Context: an optimization exercise on an open-source flow, tuned for small area and a short achievable clock period. The choices shown serve that exercise and are no tape-out recipe. The RTL was checked by simulation tests, not by an equivalence proof against the original design. Power figures rest on the tool's default switching activity, not on a simulated workload.

`run.sh`:
```
#!/bin/bash
# synth_recipe.tcl (not shown) runs the flow's synth.tcl, then flattens the netlist and writes it again
# the make line also repeats each setting of config.mk as NAME=value (left out here)
make -C /OpenROAD-flow-scripts/flow DESIGN_CONFIG=/design/flow/config.mk WORK_HOME=/design/flow/orfs CLKGATE_MAP_FILE= SYNTH_SCRIPT=/design/flow/synth_recipe.tcl finish
```
`config.mk`:
```
export PLATFORM = sky130hd
export DESIGN_NAME = sgbm_bt_cost_top
export DESIGN_NICKNAME = sgbm_bt_cost_top
export VERILOG_FILES = /design/flow/design.v
export SDC_FILE = /design/flow/constraint.sdc
export NUM_CORES = 4
export LEC_CHECK = 0
export CAP_MARGIN = 20
export CORE_MARGIN = 2
export CORE_UTILIZATION = 40
export SLEW_MARGIN = 20
```
`constraint.sdc`:
```
create_clock -name core_clock -period 8.0 [get_ports {clk}]
set_input_delay 1.6000 -clock core_clock [delete_from_list [all_inputs] [get_ports {clk}]]
set_output_delay 1.6000 -clock core_clock [all_outputs]
set_load 0.01 [all_outputs]
```
`design.v`:
```
package sgbm_cost_pkg;
    localparam int NUM_DISP   = 8;
    localparam int MAX_WIDTH  = 256;
    localparam int COL_BITS   = 8;
    localparam int BORDER_VAL = 63;
    localparam int GRAD_MAX   = 126;
    localparam int PIX_SHIFT  = 2;
    localparam int PIPE_LAT   = 6;
    localparam int COL_W    = 24;
    localparam int PIX_BT_W = 24;
    localparam int GRAD_BT_W = 21;
    localparam int SAMPLE_W = 45;
endpackage
`timescale 1ns/10ps
module row_sequencer (
    input  logic       clk,
    input  logic       rst,
    input  logic       i_row_start,
    input  logic [7:0] i_width,
    output logic       o_run,
    output logic       o_border,
    output logic       o_cost_en,
    output logic       o_row_done
);
    logic       run;
    logic [8:0] cnt;
    logic [7:0] width_q;
    logic [8:0] width_ext;
    assign width_ext = {1'b0, width_q};
    always_ff @(posedge clk) begin
        if (rst) begin
            run     <= 1'b0;
            cnt     <= '0;
            width_q <= '0;
        end else if (i_row_start && !run) begin
            run     <= 1'b1;
            cnt     <= '0;
            width_q <= i_width;
        end else if (run) begin
            cnt <= cnt + 1'b1;
            if (cnt == width_ext + 9'(sgbm_cost_pkg::PIPE_LAT - 1)) begin
                run <= 1'b0;
            end
        end
    end
    assign o_run      = run;
    assign o_row_done = !run;
    assign o_border = (cnt <= 9'd1) || (cnt >= width_ext);
    assign o_cost_en = run &&
                       (cnt >= 9'(sgbm_cost_pkg::NUM_DISP + sgbm_cost_pkg::PIPE_LAT - 2)) &&
                       (cnt <= width_ext + 9'(sgbm_cost_pkg::PIPE_LAT - 2));
endmodule
`timescale 1ns/10ps
module sobel_prefilter (
    input  logic        clk,
    input  logic        rst,
    input  logic        i_run,
    input  logic        i_border,
    input  logic [23:0] i_col,
    output logic [44:0] o_sample
);
    localparam logic [7:0] BORDER8 = 8'(sgbm_cost_pkg::BORDER_VAL);
    localparam logic [6:0] BORDER7 = 7'(sgbm_cost_pkg::BORDER_VAL);
    logic [23:0]        col_d1;
    logic [23:0]        col_d2;
    logic signed [11:0] sobel_sum;
    logic signed [11:0] sobel_off;
    logic [7:0]         pix_next;
    logic [6:0]         grad_next;
    logic [7:0]         pix_hist  [0:2];
    logic [6:0]         grad_hist [0:2];
    logic [23:0]        pix_bt;
    logic [23:0]        grad_wide;
    function automatic logic signed [11:0] col_diff(input logic [7:0] a, input logic [7:0] b);
        col_diff = $signed({4'b0, a}) - $signed({4'b0, b});
    endfunction
    function automatic logic [23:0] half_bounds(input logic [7:0] prev, input logic [7:0] cur,
                                                input logic [7:0] next);
        logic [8:0] sum_l;
        logic [8:0] sum_r;
        logic [7:0] lo;
        logic [7:0] hi;
        sum_l = prev + cur;
        sum_r = cur + next;
        lo    = cur;
        hi    = cur;
        if (sum_l[8:1] < lo) begin
            lo = sum_l[8:1];
        end
        if (sum_r[8:1] < lo) begin
            lo = sum_r[8:1];
        end
        if (sum_l[8:1] > hi) begin
            hi = sum_l[8:1];
        end
        if (sum_r[8:1] > hi) begin
            hi = sum_r[8:1];
        end
        half_bounds = {cur, lo, hi};
    endfunction
    always_comb begin
        sobel_sum = col_diff(i_col[23:16], col_d2[23:16]) +
                    (col_diff(i_col[15:8], col_d2[15:8]) <<< 1) +
                    col_diff(i_col[7:0], col_d2[7:0]);
        sobel_off = sobel_sum + 12'(sgbm_cost_pkg::GRAD_MAX / 2);
        if (sobel_off < 0) begin
            grad_next = '0;
        end else if (sobel_off > 12'(sgbm_cost_pkg::GRAD_MAX)) begin
            grad_next = 7'(sgbm_cost_pkg::GRAD_MAX);
        end else begin
            grad_next = sobel_off[6:0];
        end
        pix_next = col_d1[15:8];
        if (i_border) begin
            grad_next = BORDER7;
            pix_next  = BORDER8;
        end
    end
    always_comb begin
        pix_bt    = half_bounds(pix_hist[2], pix_hist[1], pix_hist[0]);
        grad_wide = half_bounds({1'b0, grad_hist[2]}, {1'b0, grad_hist[1]},
                                {1'b0, grad_hist[0]});
    end
    always_ff @(posedge clk) begin
        if (i_run) begin
            col_d1   <= i_col;
            col_d2   <= col_d1;
            o_sample <= {pix_bt, grad_wide[22:16], grad_wide[14:8], grad_wide[6:0]};
        end
    end
    always_ff @(posedge clk) begin
        if (rst) begin
            pix_hist[0]  <= BORDER8;
            pix_hist[1]  <= BORDER8;
            pix_hist[2]  <= BORDER8;
            grad_hist[0] <= BORDER7;
            grad_hist[1] <= BORDER7;
            grad_hist[2] <= BORDER7;
        end else if (i_run) begin
            pix_hist[0]  <= pix_next;
            pix_hist[1]  <= pix_hist[0];
            pix_hist[2]  <= pix_hist[1];
            grad_hist[0] <= grad_next;
            grad_hist[1] <= grad_hist[0];
            grad_hist[2] <= grad_hist[1];
        end
    end
endmodule
`timescale 1ns/10ps
module disparity_window (
    input  logic         clk,
    input  logic         rst,
    input  logic         i_run,
    input  logic [44:0]  i_sample,
    output logic [359:0] o_window
);
    localparam logic [44:0] BORDER_SAMPLE = {{3{8'(sgbm_cost_pkg::BORDER_VAL)}},
                                             {3{7'(sgbm_cost_pkg::BORDER_VAL)}}};
    logic [44:0] hist [1:7];
    always_ff @(posedge clk) begin
        if (rst) begin
            for (int d = 1; d < 8; d++) begin
                hist[d] <= BORDER_SAMPLE;
            end
        end else if (i_run) begin
            hist[1] <= i_sample;
            for (int d = 2; d < 8; d++) begin
                hist[d] <= hist[d-1];
            end
        end
    end
    assign o_window[44:0] = i_sample;
    for (genvar d = 1; d < 8; d++) begin : g_out
        assign o_window[45*d +: 45] = hist[d];
    end
endmodule
`timescale 1ns/10ps
module bt_channel_cost #(
    parameter int W          = 8,
    parameter int COST_SHIFT = 0
) (
    input  logic                 clk,
    input  logic                 rst,
    input  logic                 i_en,
    input  logic [3*W-1:0]       i_left,
    input  logic [8*3*W-1:0]     i_window,
    output logic [55:0]          o_cost
);
    logic [55:0] cost_next;
    function automatic logic signed [W:0] sub(input logic [W-1:0] a, input logic [W-1:0] b);
        sub = $signed({1'b0, a}) - $signed({1'b0, b});
    endfunction
    function automatic logic signed [W:0] pos_max(input logic signed [W:0] a,
                                                  input logic signed [W:0] b);
        logic signed [W:0] m;
        m       = (a > b) ? a : b;
        pos_max = (m < 0) ? '0 : m;
    endfunction
    always_comb begin
        logic signed [W:0] c0;
        logic signed [W:0] c1;
        logic signed [W:0] c_min;
        logic [W-1:0]      l_val;
        logic [W-1:0]      l_lo;
        logic [W-1:0]      l_hi;
        logic [W-1:0]      r_val;
        logic [W-1:0]      r_lo;
        logic [W-1:0]      r_hi;
        l_val = i_left[3*W-1:2*W];
        l_lo  = i_left[2*W-1:W];
        l_hi  = i_left[W-1:0];
        for (int d = 0; d < 8; d++) begin
            r_val = i_window[3*W*d + 2*W +: W];
            r_lo  = i_window[3*W*d + W +: W];
            r_hi  = i_window[3*W*d +: W];
            c0 = pos_max(sub(l_val, r_hi), sub(r_lo, l_val));
            c1 = pos_max(sub(r_val, l_hi), sub(l_lo, r_val));
            c_min = (c0 < c1) ? c0 : c1;
            cost_next[7*d +: 7] = 7'(c_min >> COST_SHIFT);
        end
    end
    always_ff @(posedge clk) begin
        if (rst) begin
            o_cost <= '0;
        end else if (i_en) begin
            o_cost <= cost_next;
        end
    end
endmodule
`timescale 1ns/10ps
module cost_combine (
    input  logic        clk,
    input  logic        rst,
    input  logic        i_en,
    input  logic [55:0] i_pix_cost,
    input  logic [55:0] i_grad_cost,
    output logic [63:0] o_cost,
    output logic        o_valid
);
    logic [63:0] sum_next;
    always_comb begin
        for (int d = 0; d < 8; d++) begin
            sum_next[8*d +: 8] = {1'b0, i_pix_cost[7*d +: 7]} + {1'b0, i_grad_cost[7*d +: 7]};
        end
    end
    always_ff @(posedge clk) begin
        if (i_en) begin
            o_cost <= sum_next;
        end
    end
    always_ff @(posedge clk) begin
        if (rst) begin
            o_valid <= 1'b0;
        end else begin
            o_valid <= i_en;
        end
    end
endmodule
`timescale 1ns/10ps
module sgbm_bt_cost_top (
    input  logic        clk,
    input  logic        rst,
    input  logic        i_row_start,
    input  logic [7:0]  i_width,
    input  logic [23:0] i_left,
    input  logic [23:0] i_right,
    output logic [63:0] o_cost,
    output logic        o_valid,
    output logic        o_row_done
);
    logic         run;
    logic         border;
    logic         cost_en;
    logic [44:0]  left_sample;
    logic [44:0]  right_sample;
    logic [359:0] window;
    logic [191:0] win_pix;
    logic [167:0] win_grad;
    logic [55:0]  pix_cost;
    logic [55:0]  grad_cost;
    row_sequencer u_seq (
        .clk        (clk),
        .rst        (rst),
        .i_row_start(i_row_start),
        .i_width    (i_width),
        .o_run      (run),
        .o_border   (border),
        .o_cost_en  (cost_en),
        .o_row_done (o_row_done)
    );
    sobel_prefilter u_left_filter (
        .clk     (clk),
        .rst     (rst),
        .i_run   (run),
        .i_border(border),
        .i_col   (i_left),
        .o_sample(left_sample)
    );
    sobel_prefilter u_right_filter (
        .clk     (clk),
        .rst     (rst),
        .i_run   (run),
        .i_border(border),
        .i_col   (i_right),
        .o_sample(right_sample)
    );
    disparity_window u_window (
        .clk     (clk),
        .rst     (rst),
        .i_run   (run),
        .i_sample(right_sample),
        .o_window(window)
    );
    for (genvar d = 0; d < 8; d++) begin : g_slice
        assign win_pix[24*d +: 24]  = window[45*d + 21 +: 24];
        assign win_grad[21*d +: 21] = window[45*d +: 21];
    end
    bt_channel_cost #(.W(8), .COST_SHIFT(sgbm_cost_pkg::PIX_SHIFT)) u_pix_cost (
        .clk     (clk),
        .rst     (rst),
        .i_en    (run),
        .i_left  (left_sample[44:21]),
        .i_window(win_pix),
        .o_cost  (pix_cost)
    );
    bt_channel_cost #(.W(7), .COST_SHIFT(0)) u_grad_cost (
        .clk     (clk),
        .rst     (rst),
        .i_en    (run),
        .i_left  (left_sample[20:0]),
        .i_window(win_grad),
        .o_cost  (grad_cost)
    );
    cost_combine u_combine (
        .clk        (clk),
        .rst        (rst),
        .i_en       (cost_en),
        .i_pix_cost (pix_cost),
        .i_grad_cost(grad_cost),
        .o_cost     (o_cost),
        .o_valid    (o_valid)
    );
endmodule
```
==> impl_metrics.py <==
metrics = {
    "route": {
        "dr.pass1.iters": 6,
        "wl_met1_um": 91600,
        "wl_met2_um": 90500,
        "drt-wirelength-per-cell_um": 18.9,
        "dr_wl_met3_um": 6760,
        "via_per_inst": 5.44,
        "top_layer_used": "met4",
        "route.detailed.drc": 0,
        "drtAntennaViolNets": 0,
        "wl_um": 197000,
        "vias": 56493,
        "drtIter0Drc": 3074,
    },
    "sta": {
        "tightest_slew_ps": 1180,
        "hold_violations": 0,
        "period_needed_ps": 7010,
        "rsz0062_at_grt": "no",
        "setup-tns-final_ps": 0,
        "finalCritPeriodShare_pct": 87.7,
        "finalSetupViolations": 0,
        "slew_headroom_pct": 20.6,
        "drv_slew": 0,
        "finClkSkew_ps": 59.8,
        "timing.fmax_mhz": 143,
    },
    "logic_synthesis": {
        "synth_area_per_cell_sq_um": 8.75,
        "ys.warnings.count": 9,
        "synthCells": 7904,
        "yosysUniqueCellTypes": 128,
        "ys_seq_area_share_pct": 26.1,
        "syn-cell-area_sq_um": 69200,
        "synthArstFlopShare_pct": 0,
        "ys_ff_latch": 778,
        "synth_edf_count": 250,
        "syn_nets": 9181,
        "ys.flop_type": "dfxtp_1",
    },
    "clock_network": {
        "htree_levels": 3,
        "numClockSinks": 778,
        "clockRootBuffer": "clkbuf_16",
        "clk_pin_slew_ps": 60,
        "insertion_delay_ps": 760,
        "clockBufferDepth": 3,
        "cts_inserted_buffers": 95,
        "tritoncts": "built",
        "cts_setup_buffers": 0,
        "hold_buffers": 0,
        "ctsResizeCount": 0,
    },
    "flow_run": {
        "maxCapViolCount": 0,
    },
    "cells_and_area": {
        "final_nets": 9273,
        "layout_common_cells": "ha_1, inv_1, nand2_1, nor2_1, dfxtp_1",
        "seqCellArea_sq_um": 18100,
        "drive_gt1_share_pct": 4.73,
        "layout_commonest_cell": "ha_1",
        "syn2layout_area_growth_pct": 10.5,
        "utilization_pct": 44.5,
        "multiInputGateArea_sq_um": 46900,
        "nFillCells": 16733,
    },
    "hold_path": {
        "hp-start": "u_left_filter.col_d1[1]",
        "hold_class": "reg2reg",
    },
    "outcome": {
        "status": "no timing/DRC/antenna violations",
    },
    "floorplanning": {
        "die_h_um": 420,
        "die_width_um": 420,
        "num_rows": 152,
        "io_pins": 125,
        "core-area_sq_um": 172000,
        "start_util_pct": 40.3,
        "die_area_sq_um": 176000,
    },
    "power": {
        "internal_power_mw": 12.1,
        "swShare_pct": 43.7,
        "power_leakage_nw": 34.9,
        "power_density_nw_per_um2": 282,
        "comb_power_share_pct": 55.9,
        "p_clk_share_pct": 21.4,
        "ir_worst_vdd_mv": 0.201,
        "power.switching_mw": 9.41,
        "pwr-share-seq_pct": 22.8,
    },
    "placement": {
        "port_buffers": 124,
        "hpwlAfterDp_um": 156000,
        "gp_congestion": 0.915,
    },
    "global_routing": {
        "grt_overflow": 0,
        "grt_pass1_vias": 55568,
        "grt_max_degree": 180,
        "grt_pass1_wl_um": 308000,
        "track_usage_pct": 22.1,
        "antenna_found_initial": 4,
    },
    "critical_path": {
        "r2r-end": "u_pix_cost.o_cost[32]",
        "r2r_setup_slack_ps": 990,
        "required_ps": 8600,
        "startpoint": "u_left_filter.o_sample[30]",
        "reg2regPathDepth": 25,
        "cp.arrival_ps": 7610,
        "worstSetupPathType": "reg2reg",
        "r2r-start": "u_left_filter.o_sample[30]",
        "worst-path-max-fanout": 9,
        "start_kind": "register",
        "critPathCaptureType": "register",
        "crit_end": "u_pix_cost.o_cost[32]",
    },
}
## sequential cells by signal, indices dropped and copies added (netlist names), 9 cells and up
name,count
u_window.hist,315
u_combine.o_cost,64
u_grad_cost.o_cost,56
u_pix_cost.o_cost,48
u_left_filter.o_sample,45
u_right_filter.o_sample,45
u_left_filter.col_d1,24
u_left_filter.col_d2,24
u_left_filter.pix_hist,24
u_right_filter.col_d1,24
u_right_filter.col_d2,24
u_right_filter.pix_hist,24
u_left_filter.grad_hist,21
u_right_filter.grad_hist,21
u_seq.cnt,9
## power by group through the flow
| stage | Combinational, mW | Clock (mW) | Sequential (mW) |
|---|---|---|---|
| floorplan | 9.13 | 0 | 4.82 |
| global placement | 11.7 | 0 | 4.99 |
| detailed placement | 11.9 | 0 | 4.99 |
| CTS | 12.0 | 4.74 | 4.91 |
| global route | 13.5 | 4.89 | 4.94 |
| finish | 12.0 | 4.61 | 4.90 |
## worst max-delay path: stages (launching register included)
cell	delay, ps
edfxtp_1	660
inv_1	510
fa_1	580
nand2b_1	180
a211oi_1	200
o21ai_0	140
nand2b_1	110
xnor2_1	170
ha_1	300
a21o_1	170
a2111oi_1	710
a22o_1	280
a21oi_1	90
nand2_1	280
mux2i_1	150
or2_2	290
ha_1	290
and3_1	190
nand3_1	150
nor4_1	190
nand3_1	100
o31ai_1	100
o21ai_0	120
a22o_1	320
and2_1	210
a2111oi_0	380
## final cells by class
| cell class | instances | area share, % |
|---|---|---|
| antenna | 2 | 0.00655 |
| clock buffer | 119 | 3.46 |
| clock inverter | 61 | 0.925 |
| inverter | 925 | 4.55 |
| multi-input combinational | 6006 | 61.3 |
| sequential | 778 | 23.7 |
| tap | 2310 | 3.78 |
| timing repair buffer | 190 | 2.32 |
## Yosys cell counts (57+ instances only)
cell type | count | area share [%]
inv_1 | 923 | 5.0
xnor2_1 | 278 | 3.5
a21boi_0 | 87 | 0.94
nor2b_1 | 124 | 1.1
o211ai_1 | 244 | 2.6
a211oi_1 | 91 | 0.99
o21ai_0 | 316 | 2.3
a21o_1 | 239 | 2.6
edfxtp_1 | 250 | 11
o21a_1 | 132 | 1.4
o21bai_1 | 101 | 1.1
dfxtp_1 | 528 | 15
nand2b_1 | 97 | 0.88
and2_1 | 57 | 0.52
nand3_1 | 111 | 0.80
nor2_1 | 549 | 3.0
clkbuf_1 | 161 | 0.87
mux2i_1 | 358 | 5.2
a21oi_1 | 421 | 3.0
xor2_1 | 168 | 2.1
nand2_1 | 651 | 3.5
ha_1 | 1112 | 20
fa_1 | 106 | 3.1
nor3_1 | 83 | 0.60
## worst min path at each step
stage,cells past startpoint,slack [ps],to
final,0,410,u_left_filter.col_d2[1]
after global routing,0,420,u_left_filter.col_d2[20]
after CTS,0,410,u_left_filter.col_d2[1]
after detailed placement,0,400,u_left_filter.col_d2[22]
after global placement,0,400,u_left_filter.col_d2[17]
after floorplan,0,400,u_left_filter.col_d2[0]
## through the flow
stage	setup WS (ps)	power (mW)	instance area, sq um	instances	hold WS [ps]
after global placement	1120	16.7	73100	10209	401
final	986	21.5	76400	10391	410
after global routing	374	23.3	76400	10390	420
after detailed placement	1090	16.9	73100	10209	405
after CTS	1010	21.6	76400	10389	413
after floorplan	178	13.9	69200	7904	400
## logic make-up (layout without fill, tap and decap cells)
logic type	Yosys count	in the layout	synth area share, %
and+or+nand+nor	1938	1938	13.1
DFF	778	778	26.1
AOI/OAI and AO/OA	2002	2002	19.8
other	0	2	0
muxes	395	395	5.80
buffers and inverters	1120	1295	6.19
adders and majority gates	1223	1223	23.3
xor gates and xnor gates	448	448	5.69
## metal layers
metal	GRT usage (%)	vias up
met3	2.16	272
li1	-	28338
met2	37.1	1010
met1	29.3	26873
met5	0	-
met4	8.25	0

==> static timing again, ports no longer ideal <==
The flow's constraints put no driver on any port. The routed layout listed below was extracted and timed again, unchanged, in two steps. Step 1 (the two cells are an assumption about what drives the block):
set clk [get_ports {clk}]
set_driving_cell -lib_cell sky130_fd_sc_hd__clkbuf_16 $clk
set_driving_cell -lib_cell sky130_fd_sc_hd__buf_2 [delete_from_list [all_inputs] $clk]
Step 2 moves the port delays by t, midway between the first and last clock arrival at a register: inputs arrive t later, outputs are due t later. That takes back most of the time a late clock gives input paths. a / b / c = ideal ports / drivers / drivers and shift; a / b = the first two.
t (ns): 0.808
slack for setup (ns): 0.986 / 0.986 / 0.986
worst register clock-pin slew, ns: 0.07 / 0.07
worst slew at a driven data input, ns: 0.05
After both steps this run still meets setup and hold. For this run, drivers alone change the setup slack by 0.000 ns; drivers and shift together by 0.000 ns.
